Source: an optimization exercise on an open RTL-to-GDS flow (aim: small area, a short achievable clock period and few clock cycles per item). Production flows keep margins and buffers that such runs may drop.
In this exercise RTL edits were held to simulation tests only and were not proved equivalent to the original.
No activity file was given, so power comes from the tool's default toggle rates.

## flow/design.v (module list and top-level ports; edited modules follow where they fit)
// module iir_round_sat: 29 lines
// module iir_biquad_mc: 2538 lines
module iir_biquad_mc #(
  parameter int DATA_W = 16,
  parameter int COEF_W = 18,
  parameter int FRAC_W = 16,
  parameter int NUM_CH = 4,
  localparam int CH_W  = (NUM_CH > 1) ? $clog2(NUM_CH) : 1,
  localparam int ACC_W = DATA_W + COEF_W + 3
) (
  input  logic              clk_i,
  input  logic              reset_ni,
  input  logic              in_valid_i,
  output logic              in_ready_o,
  input  logic [CH_W-1:0]   in_ch_i,
  input  logic [DATA_W-1:0] in_data_i,
  input  logic              bypass_i,
  input  logic              state_clr_i,
  input  logic              coef_we_i,
  input  logic [2:0]        coef_sel_i,
  input  logic [COEF_W-1:0] coef_data_i,
  output logic              out_valid_o,
  output logic [CH_W-1:0]   out_ch_o,
  output logic [DATA_W-1:0] out_data_o,
  output logic              out_sat_o
);
  // ...
==> flow/flow/run.sh <==
#!/bin/bash
# Layout flow: the standard layout (standard.sh) with these changes:
#  - after the standard synthesis (unchanged), flow/polarity.py removes inverters between
#    full adders by choosing each full adder's polarity (registers and ports untouched);
#  - timing repair aims for setup slack of at least MARGIN ns at the design's clock period,
#    so the resizer sizes and buffers the pipeline for a short achieved period;
#  - port buffers use a plain buffer cell instead of the default delay-buffer choice;
#  - clock tree: sink clusters of at most 25 flip-flops within 90 um, no dummy loads.
# Logs: flow_synth.log, flow_polarity.log, flow_make.log here, and each step's under orfs/logs.
set -euo pipefail
MARGIN=10.15
R=orfs/results/sky130hd/iir_biquad_mc/base
bash standard.sh synth > flow_synth.log 2>&1
python3 flow/polarity.py "$R/1_2_yosys.v" > flow_polarity.log 2>&1
bash standard.sh "SETUP_SLACK_MARGIN=$MARGIN" \
  "BUFFER_PORTS_ARGS=-buffer_cell sky130_fd_sc_hd__buf_4" \
  "CTS_ARGS=-sink_clustering_enable -repair_clock_nets -sink_clustering_size 25 -sink_clustering_max_diameter 90 -dont_use_dummy_load" \
  finish > flow_make.log 2>&1
==> flow/flow/polarity.py <==
#!/usr/bin/env python3
"""Remove inverters between full adders in a flat gate-level netlist (Yosys write_verilog).

A full adder is self-dual: complementing its three inputs complements both outputs. An
XOR2/XNOR2 gate absorbs an inverted input by swapping to the other of the two. The
synthesised carry-save trees leave many inverters between such cells because each full adder
was extracted in an arbitrary polarity. This script chooses a polarity for every full adder
and an output polarity for every XOR/XNOR gate (local search) so that as few signals as
possible are needed in complemented form, then rewires the netlist with one inverter per
signal that is still needed complemented. Registers, ports and all other cells are unchanged;
the logic function of every register input and output port is the same.

usage: polarity.py NETLIST.v   (rewritten in place; the original is kept as NETLIST.v.orig)
"""
import re
import sys
import shutil
import random

path = sys.argv[1]
text = open(path).read()

m = re.search(r"^module\s+(\S+)\s*\((.*?)\);\n", text, re.M | re.S)
body_start = m.end()
end = text.rindex("endmodule")
head = text[:body_start]
body = text[body_start:end]

# split body into statements: declarations and instances
inst_re = re.compile(r"^  (sky130_fd_sc_hd__\w+)\s+(\S+)\s*\((.*?)\);\n", re.M | re.S)
pin_re = re.compile(r"\.(\w+)\(((?:[^()]|\\\S+\s)*?)\)")
decls = []
insts = []        # [type, name, [(pin, net)]]
pos = 0
for im in inst_re.finditer(body):
    decls.append(body[pos:im.start()])
    pins = [(p, n.strip()) for p, n in pin_re.findall(im.group(3))]
    insts.append([im.group(1), im.group(2), pins])
    pos = im.end()
decls.append(body[pos:])
decl_text = "".join(decls)
if re.search(r"^\s*assign\b", decl_text, re.M):
    sys.exit("polarity.py: netlist has assign statements; left unchanged")

outputs = set()
for om in re.finditer(r"^\s*output\s+(\[(\d+):(\d+)\]\s+)?(\S+);", decl_text, re.M):
    if om.group(1):
        hi, lo = int(om.group(2)), int(om.group(3))
        for k in range(min(hi, lo), max(hi, lo) + 1):
            outputs.add(f"{om.group(4)}[{k}]")
    else:
        outputs.add(om.group(4))

OUT_PINS = {"X", "Y", "Q", "Q_N", "SUM", "COUT", "HI", "LO"}
def is_inv(t):
    return re.fullmatch(r"sky130_fd_sc_hd__(inv|clkinv)_\d+", t) is not None
def is_fa(t):
    return re.fullmatch(r"sky130_fd_sc_hd__fa_\d+", t) is not None
def xor_kind(t):
    mm = re.fullmatch(r"sky130_fd_sc_hd__(xor2|xnor2)_(\d+)", t)
    return (mm.group(1) == "xnor2", mm.group(2)) if mm else None

driver = {}
for idx, (t, name, pins) in enumerate(insts):
    for p, n in pins:
        if p in OUT_PINS:
            driver[n] = (idx, p)

# inverters that drive a port stay; all others are collapsed
collapsible = set()
for idx, (t, name, pins) in enumerate(insts):
    if is_inv(t):
        y = dict(pins)["Y"]
        if y not in outputs:
            collapsible.add(idx)

def root_of(n):
    par = 0
    seen = 0
    while n in driver and driver[n][0] in collapsible:
        idx = driver[n][0]
        n = dict(insts[idx][2])["A"]
        par ^= 1
        seen += 1
        if seen > 1000:
            raise SystemExit("inverter loop")
    return n, par

# variables: full adders (flip) and XOR gates (output phase)
var_of_root = {}        # root net -> variable index (its phase)
var_cell = []           # variable -> instance index
for idx, (t, name, pins) in enumerate(insts):
    if is_fa(t) or xor_kind(t):
        v = len(var_cell)
        var_cell.append(idx)
        for p, n in pins:
            if p in OUT_PINS:
                var_of_root[n] = v
fa_var = {var_cell[v]: v for v in range(len(var_cell)) if is_fa(insts[var_cell[v]][0])}

# sinks: (root, parity, kind, var) ; kind 0 fixed, 1 fa input (var = fa variable)
sinks = []
for idx, (t, name, pins) in enumerate(insts):
    if idx in collapsible:
        continue
    if xor_kind(t):
        continue                       # XOR inputs absorb any parity
    for p, n in pins:
        if p in OUT_PINS:
            continue
        r, par = root_of(n)
        if is_fa(t):
            sinks.append((r, par, 1, fa_var[idx]))
        else:
            sinks.append((r, par, 0, -1))
fixed_vars = set()
for n in outputs:
    if n in var_of_root:
        fixed_vars.add(var_of_root[n])

nv = len(var_cell)
phase = [0] * nv
root_sinks = {}
for s in sinks:
    root_sinks.setdefault(s[0], []).append(s)
var_roots = [[] for _ in range(nv)]
for r, v in var_of_root.items():
    if r in root_sinks:
        var_roots[v].append(r)
var_sink_roots = [set() for _ in range(nv)]
for s in sinks:
    if s[2] == 1:
        var_sink_roots[s[3]].add(s[0])

def root_cost(r):
    ph = phase[var_of_root[r]] if r in var_of_root else 0
    for (rr, par, kind, v) in root_sinks[r]:
        need = ph ^ par ^ (phase[v] if kind == 1 else 0)
        if need:
            return 1
    return 0

def total():
    return sum(root_cost(r) for r in root_sinks)

before = total()
import math
rng = random.Random(1)
order = [v for v in range(nv) if v not in fixed_vars]
aff_of = [set(var_roots[v]) | var_sink_roots[v] for v in range(nv)]
cur = before
best = cur
best_phase = list(phase)
SWEEPS = 300
for sweep in range(SWEEPS):
    temp = 0.6 * (1 - sweep / SWEEPS) + 0.01
    rng.shuffle(order)
    for v in order:
        aff = aff_of[v]
        c0 = sum(root_cost(r) for r in aff)
        phase[v] ^= 1
        c1 = sum(root_cost(r) for r in aff)
        dlt = c1 - c0
        if dlt <= 0 or rng.random() < math.exp(-dlt / temp):
            cur += dlt
            if cur < best:
                best = cur
                best_phase = list(phase)
        else:
            phase[v] ^= 1
phase = best_phase
after = total()

# ------------------------------------------------------------------ rewrite
inv_net = {}
new_decl = []
new_insts = []
def ref(r, need):
    if not need:
        return r
    if r not in inv_net:
        k = len(inv_net)
        inv_net[r] = f"_polinv{k}_"
        new_decl.append(f"  wire _polinv{k}_;\n")
        new_insts.append(["sky130_fd_sc_hd__inv_1", f"_polinv_cell{k}_", [("A", r), ("Y", f"_polinv{k}_")]])
    return inv_net[r]

def ph_of(r):
    return phase[var_of_root[r]] if r in var_of_root else 0

for idx, inst in enumerate(insts):
    t, name, pins = inst
    if idx in collapsible:
        continue
    xk = xor_kind(t)
    if xk:
        is_xnor, size = xk
        d = 0
        newpins = []
        for p, n in pins:
            if p in OUT_PINS:
                continue
            r, par = root_of(n)
            d ^= ph_of(r) ^ par
            newpins.append((p, r))
        v = var_of_root[dict(pins)["X" if not is_xnor else "Y"]]
        tn = int(is_xnor) ^ phase[v] ^ d
        outnet = dict(pins)["X" if not is_xnor else "Y"]
        inst[0] = f"sky130_fd_sc_hd__{'xnor2' if tn else 'xor2'}_{size}"
        newpins.append(("Y" if tn else "X", outnet))
        inst[2] = newpins
        continue
    f = phase[fa_var[idx]] if is_fa(t) else 0
    newpins = []
    for p, n in pins:
        if p in OUT_PINS:
            newpins.append((p, n))
            continue
        r, par = root_of(n)
        newpins.append((p, ref(r, ph_of(r) ^ par ^ f)))
    inst[2] = newpins

def fmt(inst):
    t, name, pins = inst
    ps = ",\n".join(f"    .{p}({n}{' ' if n.startswith(chr(92)) else ''})" for p, n in pins)
    return f"  {t} {name} (\n{ps}\n  );\n"

out = [head, decls[0]]
out.extend(new_decl)
for idx, inst in enumerate(insts):
    if idx not in collapsible:
        out.append(fmt(inst))
    out.append(decls[idx + 1])
for inst in new_insts:
    out.append(fmt(inst))
out.append(text[end:])
shutil.copyfile(path, path + ".orig")
open(path, "w").write("".join(out))
print(f"polarity.py: {len(collapsible)} inverters collapsed, signals needing a complement "
      f"{before} -> {after}, {len(inv_net)} inverters written")
==> flow/standard.sh <==
#!/bin/bash
# synth_recipe.tcl (not shown) runs the flow's synth.tcl, then flattens the netlist and writes it again
# the make line also repeats each setting of config.mk as NAME=value (left out here)
make -C /OpenROAD-flow-scripts/flow DESIGN_CONFIG=/design/flow/config.mk WORK_HOME=/design/flow/orfs CLKGATE_MAP_FILE= SYNTH_SCRIPT=/design/flow/synth_recipe.tcl "${@:-finish}"
==> flow/config.mk <==
export PLATFORM = sky130hd
export DESIGN_NAME = iir_biquad_mc
export DESIGN_NICKNAME = iir_biquad_mc
export VERILOG_FILES = /design/flow/design.v
export SDC_FILE = /design/flow/constraint.sdc
export NUM_CORES = 4
export LEC_CHECK = 0
export ABC_AREA = 1
export CAP_MARGIN = 20
export CORE_MARGIN = 2
export CORE_UTILIZATION = 75
export CTS_CLUSTER_DIAMETER = 90
export CTS_CLUSTER_SIZE = 25
export SLEW_MARGIN = 20
==> flow/constraint.sdc <==
create_clock -name core_clock -period 14.0 [get_ports {clk_i}]
set_input_delay 2.8000 -clock core_clock [delete_from_list [all_inputs] [get_ports {clk_i}]]
set_output_delay 2.8000 -clock core_clock [all_outputs]
set_load 0.01 [all_outputs]
==> flow_summary.html, run 1 <==
<table>
<tr><th>Metric</th><th>Value</th></tr>
<tr><th colspan="2">Run status</th></tr>
<tr><td>Result of the run</td><td>complete, no violations</td></tr>
<tr><th colspan="2">Clock tree</th></tr>
<tr><td>Number of setup buffers added after CTS</td><td>48</td></tr>
<tr><td>Master cell of the clock root buffer</td><td>sky130_fd_sc_hd__clkbuf_16</td></tr>
<tr><td>Clock tree from TritonCTS</td><td>built</td></tr>
<tr><td>Max Buffers Root-to-Sink</td><td>3</td></tr>
<tr><td>PostCTS Resize Cnt</td><td>77</td></tr>
<tr><th colspan="2">Cells and area</th></tr>
<tr><td>Largest registers ranked by flip-flop count</td><td>cs1_q: 185 flops, coefn_q: 90 flops</td></tr>
<tr><td>Final non-filler cell total</td><td>5,659</td></tr>
<tr><td>Number of buffers outside the clock class in the layout</td><td>183</td></tr>
<tr><td>Clock buffer instance count of the final layout</td><td>42</td></tr>
<tr><td>Flip-flop count of the largest register after layout</td><td>185</td></tr>
<tr><th colspan="2">Critical path</th></tr>
<tr><td>Critical path buffers and inverters</td><td>1</td></tr>
<tr><td>Largest fanout of any net on the critical path</td><td>1</td></tr>
<tr><td>Critical Path Source Type</td><td>register</td></tr>
<tr><td>Endpoint class of the critical path</td><td>primary output</td></tr>
<tr><td>Biggest cell delay along the critical path</td><td>0.39 ns</td></tr>
<tr><td>Worst reg2reg endpoint</td><td>cs1_q[49]</td></tr>
<tr><td>Register-to-register setup slack</td><td>10.09 ns</td></tr>
<tr><th colspan="2">GRT</th></tr>
<tr><td>Pin count of the biggest net entering global routing</td><td>80</td></tr>
<tr><td>Via count of the first global-routing pass</td><td>41,742</td></tr>
<tr><td>Global-route wire length before repair</td><td>about 280 mm</td></tr>
<tr><td>Routing usage on met2</td><td>0.731</td></tr>
<tr><td>Total global-route track usage</td><td>0.527</td></tr>
<tr><th colspan="2">Power</th></tr>
<tr><td>Sequential power share</td><td>0.365</td></tr>
<tr><td>Clk network pwr share</td><td>0.121</td></tr>
<tr><td>Maximum ir drop on the vdd rail</td><td>0.425 mV</td></tr>
<tr><th colspan="2">Detailed routing</th></tr>
<tr><td>Post-detailed-route DRC marker count</td><td>0</td></tr>
<tr><td>Vias</td><td>roughly 42,000</td></tr>
<tr><td>Count of routing violations after the opening detailed-route iteration</td><td>~7,600</td></tr>
<tr><td>M1 wire length</td><td>63.3 mm</td></tr>
<tr><td>Highest signal layer in the routed design</td><td>met5</td></tr>
<tr><th colspan="2">Floorplanning</th></tr>
<tr><td>Initial cell density of the core</td><td>0.759</td></tr>
<tr><td>Number of top-level pins</td><td>66</td></tr>
<tr><td>Total die area</td><td>74,600 um^2</td></tr>
<tr><th colspan="2">STA</th></tr>
<tr><td>Least setup slack across all paths after layout</td><td>~10 ns</td></tr>
<tr><td>Final period demand of the worst path</td><td>3.98 ns</td></tr>
<tr><td>Count of pins over their slew limit</td><td>0</td></tr>
<tr><th colspan="2">Worst hold path</th></tr>
<tr><td>Worst Hold Path Cells</td><td>0</td></tr>
<tr><th colspan="2">Job</th></tr>
<tr><td>Max Cap Viol</td><td>0</td></tr>
<tr><th colspan="2">Logic synthesis</th></tr>
<tr><td>Net count of the mapped netlist</td><td>5,763</td></tr>
<tr><td>Area of the mapped netlist</td><td>54,300 um^2</td></tr>
<tr><td>Post-Synthesis Mean Instance Area</td><td>11.0 um^2</td></tr>
</table>
Testbench counts, summed over its fixed seeds: cycles 2,088, items 2,048.
==> inputs of run 2 (changes only) <==
--- a/flow/config.mk
+++ b/flow/config.mk
@@ -8,7 +8,7 @@
 export ABC_AREA = 1
 export CAP_MARGIN = 20
 export CORE_MARGIN = 2
-export CORE_UTILIZATION = 75
+export CORE_UTILIZATION = 60
 export CTS_CLUSTER_DIAMETER = 90
 export CTS_CLUSTER_SIZE = 25
 export SLEW_MARGIN = 20
==> flow_summary.html, run 2 <==
<table>
<tr><th>Metric</th><th>Value</th></tr>
<tr><th colspan="2">Worst hold path</th></tr>
<tr><td>Path class of the lowest-slack min-delay path</td><td>reg -&gt; reg (unchanged)</td></tr>
<tr><td>HP Start</td><td>ch2_q[1] (was cs1_q[184])</td></tr>
<tr><td>Hold Path End</td><td>ch3_q[1] (was cs2_q[37])</td></tr>
<tr><td>Worst Hold Path Cells</td><td>0 (unchanged)</td></tr>
<tr><th colspan="2">Critical path</th></tr>
<tr><td>Critical Path Source Type</td><td>register (unchanged)</td></tr>
<tr><td>Kind of cell adding the most delay to the critical path</td><td>flip-flops (unchanged)</td></tr>
<tr><td>Critical path buffers and inverters</td><td>1 (unchanged)</td></tr>
<tr><td>WP data arrival</td><td>1.20 ns (was 1.18 ns)</td></tr>
<tr><td>Depth of the most critical reg-to-reg path</td><td>7 (unchanged)</td></tr>
<tr><td>Class of the most critical setup path</td><td>reg -&gt; out (unchanged)</td></tr>
<tr><td>Worst reg2reg endpoint</td><td>cs1_q[49] (unchanged)</td></tr>
<tr><td>Cell-by-cell trace of the critical path</td><td>buf_6 (unchanged)</td></tr>
<tr><td>Slowest-stage cell, CP</td><td>sky130_fd_sc_hd__dfrtp_1 (unchanged)</td></tr>
<tr><td>Biggest cell delay along the critical path</td><td>0.40 ns (was 0.39 ns)</td></tr>
<tr><td>Largest fanout of any net on the critical path</td><td>1 (unchanged)</td></tr>
<tr><td>CP Data Required Time</td><td>11.20 ns (about the same)</td></tr>
<tr><td>Endpoint class of the critical path</td><td>primary output (unchanged)</td></tr>
<tr><td>Register-to-register setup slack</td><td>10.13 ns (was 10.09 ns)</td></tr>
<tr><td>Critical R2R Launch</td><td>coefn_q[1][7] (was cf0n_q[5])</td></tr>
<tr><th colspan="2">Detailed routing</th></tr>
<tr><td>Number of search-and-repair iterations in the first detailed-routing pass</td><td>7 (was 17)</td></tr>
<tr><td>Post-detailed-route DRC marker count</td><td>0 (unchanged)</td></tr>
<tr><td>Vias</td><td>39,192 (was 41,986)</td></tr>
<tr><td>Count of routing violations after the opening detailed-route iteration</td><td>6,065 (was 7,565)</td></tr>
<tr><td>Drt via density</td><td>6.64 (was 7.42)</td></tr>
<tr><td>Total length of routed wires</td><td>193 mm (was 196 mm)</td></tr>
<tr><td>Count of antenna-violating nets left after detailed routing</td><td>0 (unchanged)</td></tr>
<tr><td>Mean routed wirelength per cell</td><td>32.8 um (was 34.6 um)</td></tr>
<tr><th colspan="2">Logic synthesis</th></tr>
<tr><td>Number of synthesis warnings</td><td>10 (unchanged)</td></tr>
<tr><td>Post-Synthesis Mean Instance Area</td><td>11.0 um^2 (unchanged)</td></tr>
<tr><td>Area of the mapped netlist</td><td>54,300 um^2 (unchanged)</td></tr>
<tr><td>Gate count of the mapped netlist</td><td>4,921 (unchanged)</td></tr>
<tr><td>Net count of the mapped netlist</td><td>5,763 (unchanged)</td></tr>
<tr><th colspan="2">Clock tree</th></tr>
<tr><td>Number of clock buffers inserted by TritonCTS</td><td>44 (was 42)</td></tr>
<tr><td>Master cell of the clock root buffer</td><td>sky130_fd_sc_hd__clkbuf_16 (unchanged)</td></tr>
<tr><td>Clock-pin slew reported for the worst setup and hold paths after clock tree synthesis</td><td>0.10 ns (about the same)</td></tr>
<tr><td>Clock latency reported for the late side of the worst-skew pair</td><td>0.68 ns (was 0.66 ns)</td></tr>
<tr><td>Clock tree from TritonCTS</td><td>built (unchanged)</td></tr>
<tr><td># H-tree levels</td><td>2 (unchanged)</td></tr>
<tr><td>Max Buffers Root-to-Sink</td><td>3 (unchanged)</td></tr>
<tr><td>CTS sink count</td><td>797 (unchanged)</td></tr>
<tr><th colspan="2">Power</th></tr>
<tr><td>Combinational share of power</td><td>0.502 (was 0.514)</td></tr>
<tr><td>Sequential power share</td><td>0.371 (was 0.365)</td></tr>
<tr><td>Areal power density over the cells</td><td>179 nW/um^2 (was 185 nW/um^2)</td></tr>
<tr><td>Cell internal pwr</td><td>5720 uW (was 5750 uW)</td></tr>
<tr><td>Leakage power of the design</td><td>0.0224 uW (was 0.0223 uW)</td></tr>
<tr><td>Net switching power</td><td>4500 uW (was 4710 uW)</td></tr>
<tr><td>Overall power after layout</td><td>10,200 uW (was 10,500 uW)</td></tr>
<tr><td>Sw Ratio</td><td>0.440 (was 0.450)</td></tr>
<tr><td>Maximum ir drop on the vdd rail</td><td>0.159 mV (was 0.425 mV)</td></tr>
<tr><td>Clk network pwr share</td><td>0.126 (was 0.121)</td></tr>
<tr><th colspan="2">STA</th></tr>
<tr><td>Transition time at the pin with the least slew margin</td><td>1.06 ns (was 1.23 ns)</td></tr>
<tr><td>Final period demand of the worst path</td><td>4.00 ns (was 3.98 ns)</td></tr>
<tr><td>Maximum clock rate</td><td>0.250 GHz (was 0.252 GHz)</td></tr>
<tr><td>RSZ-0062 raised after global routing</td><td>true (unchanged)</td></tr>
<tr><td>Worst slew margin relative to its limit</td><td>0.296 (was 0.177)</td></tr>
<tr><td>Final setup violation count</td><td>0 (unchanged)</td></tr>
<tr><td>Total Neg Setup Slack</td><td>0 ns (unchanged)</td></tr>
<tr><td>Count of pins over their slew limit</td><td>0 (unchanged)</td></tr>
<tr><td>Worst clock skew</td><td>0.0945 ns (was 0.101 ns)</td></tr>
<tr><td>Final count of hold timing violations</td><td>0 (unchanged)</td></tr>
<tr><td>Tcrit/Tclk final</td><td>0.286 (was 0.284)</td></tr>
<tr><th colspan="2">GRT</th></tr>
<tr><td>Antenna violations before repair</td><td>4 (was 5)</td></tr>
<tr><td>Via count of the first global-routing pass</td><td>38,254 (was 41,742)</td></tr>
<tr><td>Total overflow reported by the global router</td><td>0 (unchanged)</td></tr>
<tr><td>Global-route wire length before repair</td><td>275 mm (was 280 mm)</td></tr>
<tr><td>Pin count of the biggest net entering global routing</td><td>61 (was 80)</td></tr>
<tr><td>Total global-route track usage</td><td>0.415 (was 0.527)</td></tr>
<tr><th colspan="2">Cells and area</th></tr>
<tr><td>Largest registers ranked by flip-flop count</td><td>cs1_q: 185 flops, coefn_q: 90 flops (unchanged)</td></tr>
<tr><td>Share of post-route cells with drive strength above 1</td><td>0.112 (was 0.110)</td></tr>
<tr><td>Finished layout cell area</td><td>57,100 um^2 (was 56,700 um^2)</td></tr>
<tr><td>Growth of design area from synthesis to finish</td><td>5.05% (was 4.27%)</td></tr>
<tr><td>Commonest non-fill, non-tap cell in the layout</td><td>sky130_fd_sc_hd__fa_1 (unchanged)</td></tr>
<tr><td>Top register by number of flip-flops</td><td>cs1_q (unchanged)</td></tr>
<tr><td>Flip-flop count of the largest register after layout</td><td>185 (unchanged)</td></tr>
<tr><td>Most frequent cells in the layout</td><td>sky130_fd_sc_hd__fa_1 (734), sky130_fd_sc_hd__o22ai_1 (686), sky130_fd_sc_hd__nand2_1 (482) (was sky130_fd_sc_hd__fa_1 (734), sky130_fd_sc_hd__o22ai_1 (686), sky130_fd_sc_hd__nand2_1 (483))</td></tr>
<tr><td>Number of nets in the finished design</td><td>5,565 (was 5,550)</td></tr>
<tr><th colspan="2">Job</th></tr>
<tr><td>Max Cap Viol</td><td>0 (unchanged)</td></tr>
<tr><th colspan="2">Place</th></tr>
<tr><td>Placement-stage cell area</td><td>54,900 um^2 (was 54,500 um^2)</td></tr>
<tr><td>Routability cong.</td><td>1.08 (was 1.09)</td></tr>
<tr><td>Post-DP HPWL</td><td>146 mm (was 141 mm)</td></tr>
<tr><td>Number of buffer cells added on primary ports</td><td>65 (unchanged)</td></tr>
<tr><th colspan="2">Floorplanning</th></tr>
<tr><td>Placement row count</td><td>110 (was 98)</td></tr>
<tr><td>Total die area</td><td>93,000 um^2 (was 74,600 um^2)</td></tr>
<tr><td>Core Box Area</td><td>89,900 um^2 (was 71,600 um^2)</td></tr>
<tr><td>Number of top-level pins</td><td>66 (unchanged)</td></tr>
<tr><td>Die W</td><td>305 um (was 273 um)</td></tr>
<tr><td>Initial cell density of the core</td><td>0.605 (was 0.759)</td></tr>
<tr><td>Height of the chip</td><td>305 um (was 273 um)</td></tr>
<tr><th colspan="2">Run status</th></tr>
<tr><td>Result of the run</td><td>complete, no violations (unchanged)</td></tr>
</table>
## run 2: final cells by class
class / instances / area (um^2)
multi-input cells: 3350 / 32000
inverters: 334 / 1350
diodes: 1 / 2.50
repair buffers: 196 / 1670
well taps: 1176 / 1470
clock buffers: 44 / 1100
flip-flops and latches: 797 / 19500
fillers: 7286 / 32800
## run 2: how the worst max path moves through the flow
stage | startpoint | to | depth (start not counted)
2_1_floorplan | state_clr_i | nzy2_q[0] | 3
3_3_place_gp | reset_ni | nzx1_q[0] | 2
3_5_place_dp | reset_ni | nzx1_q[0] | 2
4_1_cts | ready_q | in_ready_o | 1
5_1_grt | ready_q | in_ready_o | 1
6_report | ready_q | in_ready_o | 1
## run 2: through the flow
step | std cells | hold WS (ns) | setup slack (ns) | util
2_1_floorplan | 4921 | 0.310 | 10.32 | -
3_3_place_gp | 5773 | 0.350 | 9.77 | 0.611
3_5_place_dp | 5773 | 0.354 | 9.72 | 0.611
4_1_cts | 5857 | 0.343 | 9.97 | 0.629
5_1_grt | 5897 | 0.358 | 9.97 | 0.635
6_report | 5898 | 0.349 | 10.00 | 0.635
## run 2: timing repair
action | in CTS | in global routing
hold buffers | 0 | 0
gates resized for setup | 82 | 71
setup endpoints to repair | 145 | 97
buffers inserted | 40 | 36
endpoints found under the hold margin | 0 | 0
## run 2: metal layers
layer  global-route usage  vias up  share of wire
met4                0.166       10          0.052
met3                0.173      688           0.16
met1                0.568    19455           0.38
met2                0.585     3074           0.41
li1                     -    15965              -
met5               0.0119        -         0.0011
## run 2: power groups by stage
stage               sequential (uW)  clock (uW)  combinational (uW)
detailed placement             3780           0                5050
finish                         3800        1290                5130
global placement               3770           0                4950
global route                   3800        1380                5730
floorplan                      3260           0                3390
CTS                            3730        1310                5100

[static timing again, ports no longer ideal]
In the flow no input, the clock included, has a driving cell. The finished layouts below were timed again as built, in two steps.
Step 1 assumes that a clkbuf_16 drives the clock port and a buf_2 every other input.
Step 2 also shifts input and output timing later by t, the mid clock arrival at the registers, as if the neighbouring blocks saw the same clock.
Three values: no drivers, after step 1, after step 2; two values: the first two.
run | t, ns | setup slack, ns | worst hold slack (ns) | cell pins on the clock port's net
run 1 | 0.684 | 10.024 / 9.954 / 9.952 | 0.342 / 0.342 / 0.342 | 1
run 2 | 0.702 | 10.002 / 9.929 / 9.750 | 0.349 / 0.349 / 0.349 | 1
After both steps every run listed still meets setup and hold. For run 2, which loses most, drivers alone change the setup slack by -0.073 ns; drivers and shift together by -0.252 ns. Setup slack includes reset recovery checks.
